This design comes from an exercise in tuning for small area, a short achievable clock period and few clock cycles on the open sky130 flow, not from production work.
In this exercise RTL edits were held to simulation tests only and were not proved equivalent to the original.
No activity file was given, so power comes from the tool's default toggle rates.

==> design.v <==
package tiling_pkg;
    localparam int addr_width = 32;   
    localparam int word_width = 32;
    localparam int dim_width  = 16;   
    localparam logic [3:0] strobe_byte = 4'b0001;
    localparam logic [3:0] strobe_word = 4'b1111;
    typedef enum logic [3:0] {
        idle,
        ifmap_read,
        ifmap_write,
        filter_read,
        filter_write,
        bias_read,
        bias_write,
        opsum_read,
        opsum_wait,
        opsum_write,
        opsum_clear,
        pass_end
    } phase_t;
endpackage
`timescale 1ns/1ps
module tiling_top (
    input  logic        clk,
    input  logic        rst,
    input  logic        start,
    output logic        finish,
    output logic        done,
    input  logic [31:0] mapping_param,
    input  logic [31:0] shape_param1,
    input  logic [31:0] shape_param2,
    input  logic [31:0] dram_ifmap_base_addr,
    input  logic [31:0] dram_filter_base_addr,
    input  logic [31:0] dram_bias_base_addr,
    input  logic [31:0] dram_opsum_base_addr,
    input  logic [31:0] glb_ifmap_base_addr,
    input  logic [31:0] glb_filter_base_addr,
    input  logic [31:0] glb_bias_base_addr,
    input  logic [31:0] glb_opsum_base_addr,
    output logic        dram_we,
    output logic [31:0] dram_addr,
    output logic [31:0] dram_w_data,
    input  logic [31:0] dram_r_data,
    output logic [3:0]  glb_re,
    output logic [31:0] glb_r_addr,
    input  logic [31:0] glb_r_data,
    output logic [3:0]  glb_we,
    output logic [31:0] glb_w_addr,
    output logic [31:0] glb_w_data
);
    localparam logic [2:0] S_IDLE = 3'd0, S_BI = 3'd1, S_IFA = 3'd2, S_IF = 3'd3,
                           S_FIA = 3'd4, S_FI = 3'd5, S_DR = 3'd6;
    logic [2:0] q_r, r_r, p_r;
    logic [1:0] u_r, fr_r, fs_r;
    logic [9:0] c_r, m_r;
    logic [7:0] w_r, h_r;
    always_ff @(posedge clk) begin
        q_r  <= mapping_param[8:6];
        r_r  <= mapping_param[5:3];
        p_r  <= shape_param1[28:26];
        u_r  <= shape_param1[25:24];
        fr_r <= shape_param1[23:22];
        fs_r <= shape_param1[21:20];
        c_r  <= shape_param1[19:10];
        m_r  <= shape_param1[9:0];
        w_r  <= shape_param2[15:8];
        h_r  <= shape_param2[7:0];
    end
    logic [5:0] grp;
    logic [8:0] pw, ph;
    assign grp = q_r * r_r;
    assign pw  = {1'b0, w_r} + {5'b0, p_r, 1'b0};
    assign ph  = {1'b0, h_r} + {5'b0, p_r, 1'b0};
    logic [2:0]  st;
    logic        first, drain, v1, lastv1;
    logic [9:0]  gb, cf;
    logic [8:0]  cx, cy;
    logic [5:0]  cc;
    logic [31:0] fptr, gptr, data;
    logic [5:0] grp_m1;
    logic [3:0] nch_m1;
    logic       cc_last, cx_last, cy_last, cf_last, dx_last, dy_last, px_last;
    logic       fi_last, dr_last;
    assign grp_m1  = grp - 6'd1;
    assign nch_m1  = grp_m1[5:2];
    assign cc_last = (st == S_FI) ? (cc == grp_m1) : (cc == {2'b0, nch_m1});
    assign cx_last = (st == S_FI) ? (cx == {7'b0, fs_r} - 9'd1) : (cx == pw - 9'd1);
    assign cy_last = (st == S_FI) ? (cy == {7'b0, fr_r} - 9'd1) : (cy == ph - 9'd1);
    assign cf_last = cf == m_r - 10'd1;
    assign px_last = cc_last && cx_last && cy_last;
    assign fi_last = px_last && cf_last;
    assign dx_last = ({1'b0, cx} + {8'b0, u_r}) > ({1'b0, pw} - {8'b0, fs_r});
    assign dy_last = ({1'b0, cy} + {8'b0, u_r}) > ({1'b0, ph} - {8'b0, fr_r});
    assign dr_last = cf_last && dx_last && dy_last;
    logic        [11:0] step_px;
    logic signed [11:0] mul_x;
    logic signed [10:0] mul_m;
    logic signed [22:0] prod;
    assign step_px = {2'b0, c_r} - {6'b0, grp_m1[5:2], 2'b00};
    assign mul_x   = (st == S_FIA) ? {2'b0, gb} : {2'b0, c_r} - {6'b0, grp} + 12'd1;
    assign mul_m   = {1'b0, m_r};
    assign prod    = mul_x * mul_m;
    logic               d_load, d_fnext;
    logic [31:0]        d_base;
    logic        [22:0] d_op;
    logic [31:0]        fptr_inc;
    assign fptr_inc = fptr + 32'd1;
    always_comb begin
        d_load  = 1'b0;
        d_fnext = 1'b0;
        d_base  = dram_bias_base_addr;
        d_op    = '0;
        if (dram_we) d_op = 23'd4;
        case (st)
            S_IDLE: if (start) begin
                d_load = 1'b1;
                d_base = drain ? dram_opsum_base_addr : dram_bias_base_addr;
            end
            S_BI: begin
                d_op = 23'd4;
                if (cf_last) begin
                    d_load = 1'b1;
                    d_base = dram_ifmap_base_addr;
                end
            end
            S_IFA: d_op = {13'b0, gb};
            S_IF: begin
                if (!cc_last) d_op = 23'd4;
                else d_op = {{11{step_px[11]}}, step_px};
                if (px_last) begin
                    d_load = 1'b1;
                    d_base = dram_filter_base_addr;
                end
            end
            S_FIA: d_op = prod;
            S_FI: begin
                if (!cc_last) d_op = {13'b0, m_r};
                else if (!(cx_last && cy_last)) d_op = prod;
                else d_fnext = 1'b1;
            end
            default: ;
        endcase
    end
    logic [2:0]  g_cnt;
    logic        g_load;
    logic [31:0] g_base;
    assign g_cnt = glb_we[3] ? 3'd4 : glb_we[2] ? 3'd3 : glb_we[1] ? 3'd2 : glb_we[0] ? 3'd1 : 3'd0;
    always_comb begin
        g_load = 1'b0;
        g_base = glb_opsum_base_addr;
        case (st)
            S_IDLE: g_load = start && drain;
            S_BI: begin g_load = first; g_base = glb_bias_base_addr; end
            S_IF: begin g_load = first; g_base = glb_ifmap_base_addr; end
            S_FI: begin g_load = first; g_base = glb_filter_base_addr; end
            default: ;
        endcase
    end
    logic [3:0] if_lanes;
    always_comb begin
        if (!cc_last) if_lanes = 4'b1111;
        else case (grp_m1[1:0])
            2'd0: if_lanes = 4'b0001;
            2'd1: if_lanes = 4'b0011;
            2'd2: if_lanes = 4'b0111;
            default: if_lanes = 4'b1111;
        endcase
    end
    always_ff @(posedge clk) begin
        dram_addr <= d_load ? d_base : d_fnext ? fptr_inc : dram_addr + {{9{d_op[22]}}, d_op};
        gptr      <= g_load ? g_base : gptr + {29'b0, g_cnt};
        data      <= drain ? glb_r_data : dram_r_data;
        if (st == S_FIA) fptr <= dram_addr + {{9{prod[22]}}, prod};
        else if (d_fnext) fptr <= fptr_inc;
        case (st)
            S_IDLE, S_IFA, S_FIA: begin
                cf <= '0; cx <= '0; cy <= '0; cc <= '0;
            end
            S_BI: cf <= cf + 10'd1;
            S_IF, S_FI: begin
                if (!cc_last) cc <= cc + 6'd1;
                else begin
                    cc <= '0;
                    if (!cx_last) cx <= cx + 9'd1;
                    else begin
                        cx <= '0;
                        if (!cy_last) cy <= cy + 9'd1;
                        else begin
                            cy <= '0;
                            cf <= cf + 10'd1;
                        end
                    end
                end
            end
            S_DR: begin
                if (!cf_last) cf <= cf + 10'd1;
                else begin
                    cf <= '0;
                    if (!dx_last) cx <= cx + {7'b0, u_r};
                    else begin
                        cx <= '0;
                        cy <= cy + {7'b0, u_r};
                    end
                end
            end
            default: ;
        endcase
    end
    always_ff @(posedge clk or posedge rst) begin
        if (rst) begin
            st      <= S_IDLE;
            first   <= 1'b0;
            drain   <= 1'b0;
            gb      <= '0;
            glb_we  <= '0;
            glb_re  <= '0;
            dram_we <= 1'b0;
            v1      <= 1'b0;
            lastv1  <= 1'b0;
            finish  <= 1'b0;
            done    <= 1'b0;
        end else begin
            first   <= 1'b0;
            finish  <= 1'b0;
            v1      <= st == S_DR;
            lastv1  <= st == S_DR && dr_last;
            dram_we <= v1;
            done    <= lastv1;
            glb_re  <= '0;
            glb_we  <= '0;
            if (finish) begin
                if ({1'b0, gb} + {5'b0, grp} >= {1'b0, c_r}) begin
                    drain <= 1'b1;
                    gb    <= '0;
                end else begin
                    gb <= gb + {4'b0, grp};
                end
            end
            if (done) drain <= 1'b0;
            case (st)
                S_IDLE: if (start) begin
                    if (drain) begin
                        st     <= S_DR;
                        glb_we <= 4'b1111;
                        glb_re <= 4'b1111;
                    end else begin
                        st    <= S_BI;
                        first <= 1'b1;
                    end
                end
                S_BI: begin
                    glb_we <= 4'b1111;
                    if (cf_last) st <= S_IFA;
                end
                S_IFA: begin
                    st    <= S_IF;
                    first <= 1'b1;
                end
                S_IF: begin
                    glb_we <= if_lanes;
                    if (px_last) st <= S_FIA;
                end
                S_FIA: begin
                    st    <= S_FI;
                    first <= 1'b1;
                end
                S_FI: begin
                    glb_we <= 4'b0001;
                    if (fi_last) begin
                        st     <= S_IDLE;
                        finish <= 1'b1;
                    end
                end
                S_DR: begin
                    if (dr_last) st <= S_IDLE;
                    else begin
                        glb_we <= 4'b1111;
                        glb_re <= 4'b1111;
                    end
                end
                default: st <= S_IDLE;
            endcase
        end
    end
    assign dram_w_data = data;
    assign glb_w_data  = data & {32{~drain}};
    assign glb_r_addr  = gptr;
    assign glb_w_addr  = gptr;
endmodule
==> run.sh <==
#!/bin/bash
# synth_recipe.tcl (not shown) runs the flow's synth.tcl, then flattens the netlist and writes it again
# the make line also repeats each setting of config.mk as NAME=value (left out here)
make -C /OpenROAD-flow-scripts/flow DESIGN_CONFIG=/design/flow/config.mk WORK_HOME=/design/flow/orfs CLKGATE_MAP_FILE= SYNTH_SCRIPT=/design/flow/synth_recipe.tcl finish
==> config.mk <==
export PLATFORM = sky130hd
export DESIGN_NAME = tiling_top
export DESIGN_NICKNAME = tiling_top
export VERILOG_FILES = /design/flow/design.v
export SDC_FILE = /design/flow/constraint.sdc
export NUM_CORES = 4
export LEC_CHECK = 0
export CAP_MARGIN = 20
export CORE_MARGIN = 2
export CORE_UTILIZATION = 40
export SLEW_MARGIN = 20
==> constraint.sdc <==
create_clock -name core_clock -period 50.0 [get_ports {clk}]
set_input_delay 10.0000 -clock core_clock [delete_from_list [all_inputs] [get_ports {clk}]]
set_output_delay 10.0000 -clock core_clock [all_outputs]
set_load 0.01 [all_outputs]
==> run notes <==
status=complete, no violations; 1st-iter DRT viols=1,698; Max FO, Critical Path=12; Slew @ Worst Pin=1.10 ns; layout cells sized above 1=6.98%; Post-synth EDFFs=66; ys flop type=dfxtp_1; Die Span X=255 um; Core Box Area=62,700 um^2; WS Path Type=reg -> reg; Post-Route WL=88.4 mm; largest net degree at the start of global routing=70; Post-Syn Instances=2,963; # hold bufs at CTS=0; remaining antenna violation count=0; worst hold path class=reg -> reg; Worst EP required=50.45 ns; min setup slack post-route=36.66 ns; WHS Path Cells=0; cell accounting for the most synthesized area=dfxtp_1; unrepaired setup endpoints after global routing=false; CP peak stage delay=0.85 ns; switching pwr=1.18 mW; most used cell, CP=fa_1; DRC=0; Worst-path clk slew=0.06 ns; most frequent cell after synthesis=inv_1; global-route wire length before repair=134 mm; Comb pwr share=78.4%; Bufs on Longest Clock Path=3; commonest cells in the synthesized netlist=inv_1, nand2_1, nor2_1, ha_1, a21oi_1; Async S/R FF share, synth=10.5%; CTS tree=yes; Lkg Pwr=13.5 nW; half-perimeter wire length after placement=71.7 mm; H-tree Lvls=1; flop2flop setup slack=36.66 ns; Via Count=23,487; pwr dens=72.3 nW/um^2; I/O pin cnt=590; synth warn=1; Setup Fix Bufs, Post-CTS=0; r2r endpoint=dram_addr[31]; row cnt=92; root buffer cell=clkbuf_16; max_cap viols=0; P&R area growth vs syn=27.5%; fin crit period=13.34 ns; DR pass1 iterations=5; VDD IR max=159 uV; final setup violating endpoints=0; # clock sinks=238; final core utilization=51.3%; Hold Crit Endpoint=done; initial antenna violation count=3; Final Slew Violations=0; CP endpoint kind=register; CP arrival=13.79 ns; Synth top area share=11.7%; fin crit share=26.7%; Resize count post-CTS=0; Port Buffers=544; Unique masters post-synth=99; clock latency at the later pin of the worst-skew pair=0.61 ns; Hold Crit Start=lastv1; Seq/Total Area, Yosys=22.0%; Post-Syn Area per Cell=8.52 um^2; Cell Int Power=1.15 mW; Final Hold Viols=0; Placer Congestion=0.951; register share of total power=11.5%; Final Skew=0.0215 ns; Synth area leaders=dfxtp_1, ha_1, fa_1; Final nets=4,128; Synthesized Nets=3,704; CTS Buf Count=30; CP max stage cell=a21oi_1; initial core utilization=40.2%; vias per inst=5.52; number of global-route vias before repair=23,219; fmax=75.0 MHz; die height=255 um; Yosys reg bits=238; clock share of power=10.2%; Setup WS pre-CTS=36.81 ns; worst-case reg-to-reg path depth=41; r2r startpoint=q_r[0]; WL/cell=20.8 um; Mapped Area=25,200 um^2; GRT Util Overall=26.4%; die area=65,100 um^2; sum of negative setup slack=0 ns; Startpoint Class=register; Switching Fraction=50.7%; gr ovfl total=0; Slew HR=27.0%
metal layers:
layer	track usage [%]	share of wire, %	vias to the layer above
li1	-	-	11274
met5	0	0.034	-
met1	36.4	45	11350
met4	4.93	1.9	4
met3	4.56	6.4	113
met2	43.4	47	746
layout by cell type, fill, tap and decap left out, types with 12 or more instances in the layout:
master           Yosys  final
a21oi_1            190    188
nor2_1             209    209
edfxtp_1            66     66
and2_1              53     51
mux2_2              61     61
nand3_1             74     74
nor2b_1             75     75
o21bai_1            17     17
xor2_1             108    108
a22o_1              36     36
dfxtp_1            147    147
a221oi_2            26     25
o22ai_1             67     67
buf_4               45     24
clkbuf_16            0     32
xnor2_1            169    168
dfrtp_1             25     21
o21ai_0            112    112
a211oi_2            13     13
nor4_1              13     12
o221ai_1            19     19
a21oi_2             20     22
mux2i_1             29     29
a21o_1              67     66
nor3_1              38     37
and3_1              38     38
nand2_1            240    238
ha_1               204    204
nand2b_1            24     24
a211oi_1            24     24
o211ai_1            24     24
inv_1              249    248
clkdlybuf4s50_1      0    544
o21a_1              16     16
fa_1               118    118
a31oi_1             22     22
nand4_1             32     32
area by class of cell:
cell class / count / area, um^2
antenna: 1 / 2.50
sequential: 238 / 5560
fill: 5853 / 30600
tap: 846 / 1060
clock buffer: 38 / 843
multi-input combinational: 2297 / 17900
inverter: 251 / 942
timing repair buffer: 569 / 5640
clock inverter: 18 / 230
critical path: cells and delay by family (launching register included):
family                     cells  cell delay [ns]
AOI/OAI and AO/OA             12             4.35
and+or+nand+nor               10             2.40
DFF                            1             0.35
buffers and inverters          5             0.49
adders and majority gates     11             5.18
xor gates and xnor gates       3             0.40
stage by stage:
stage | cells | area [um^2] | total power, mW | hold WS, ns
finish | 4258 | 32200 | 2.33 | 0.360
CTS | 4256 | 32100 | 2.32 | 0.362
global route | 4257 | 32200 | 2.55 | 0.373
detailed placement | 4200 | 31100 | 2.07 | 0.348
floorplan | 2963 | 25200 | 1.60 | 0.331
global placement | 4200 | 31100 | 2.03 | 0.334
how the worst max path moves through the flow:
stage	start	end	slack [ns]	cells after the start
3_5_place_dp	q_r[0]	dram_addr[31]	36.81	41
4_1_cts	q_r[0]	dram_addr[31]	36.79	41
3_3_place_gp	q_r[0]	dram_addr[31]	37.13	41
2_1_floorplan	start	gptr[23]	38.40	7
6_report	q_r[0]	dram_addr[31]	36.66	41
5_1_grt	r_r[0]	dram_addr[31]	35.67	41
cell families (layout without fill, tap and decap cells):
logic type	after synthesis	in the layout	share of synthesized area, %
AO/OA/AOI/OAI	757	757	20.9
XOR/XNOR	280	280	9.83
adder cells (fa/ha/maj)	323	323	19.5
buffers and inverters	428	876	7.28
flip-flops	238	238	22.0
multiplexers	90	90	3.87
other	0	1	0
AND/OR/NAND/NOR	847	847	16.5
power groups by stage:
| stage | logic [mW] | registers, mW | clock network, mW |
|---|---|---|---|
| 6_report | 1.82 | 0.267 | 0.236 |
| 5_1_grt | 2.03 | 0.271 | 0.249 |
| 4_1_cts | 1.81 | 0.267 | 0.242 |
| 3_5_place_dp | 1.80 | 0.270 | 0 |
| 3_3_place_gp | 1.76 | 0.270 | 0 |
| 2_1_floorplan | 1.33 | 0.262 | 0 |
sequential cells by signal (all words and copies together), names as in the netlist, 6 cells and up:
name       flops
m_r           10
data          32
h_r            8
w_r            8
gptr          32
cx             9
cc             6
gb            10
dram_addr     32
fptr          32
c_r           10
cf            10
cy             9
Testbench counts, summed over its fixed seeds: cycles 104,326.

## port drivers added, routing unchanged
The flow's constraints put no driver on any port. The routed layout listed below was extracted and timed again, unchanged, in two steps.
Step 1, drivers: a clkbuf_16 drives clk and a buf_2 each remaining input, both assumed.
Step 2 also shifts input and output timing later by t, the mid clock arrival at the registers, as if the neighbouring blocks saw the same clock.
Slacks: ideal / step 1 / step 2; pairs: ideal / step 1.
t (ns): 0.663
setup WS [ns]: 36.660 / 36.660 / 36.660
latest minus earliest clock arrival (ns): 0.021 / 0.022
worst slew at a driven data input, ns: 0.14
After both steps this run still meets setup and hold. The setup slack of this run moves by 0.000 ns with the drivers and by 0.000 ns with both steps.
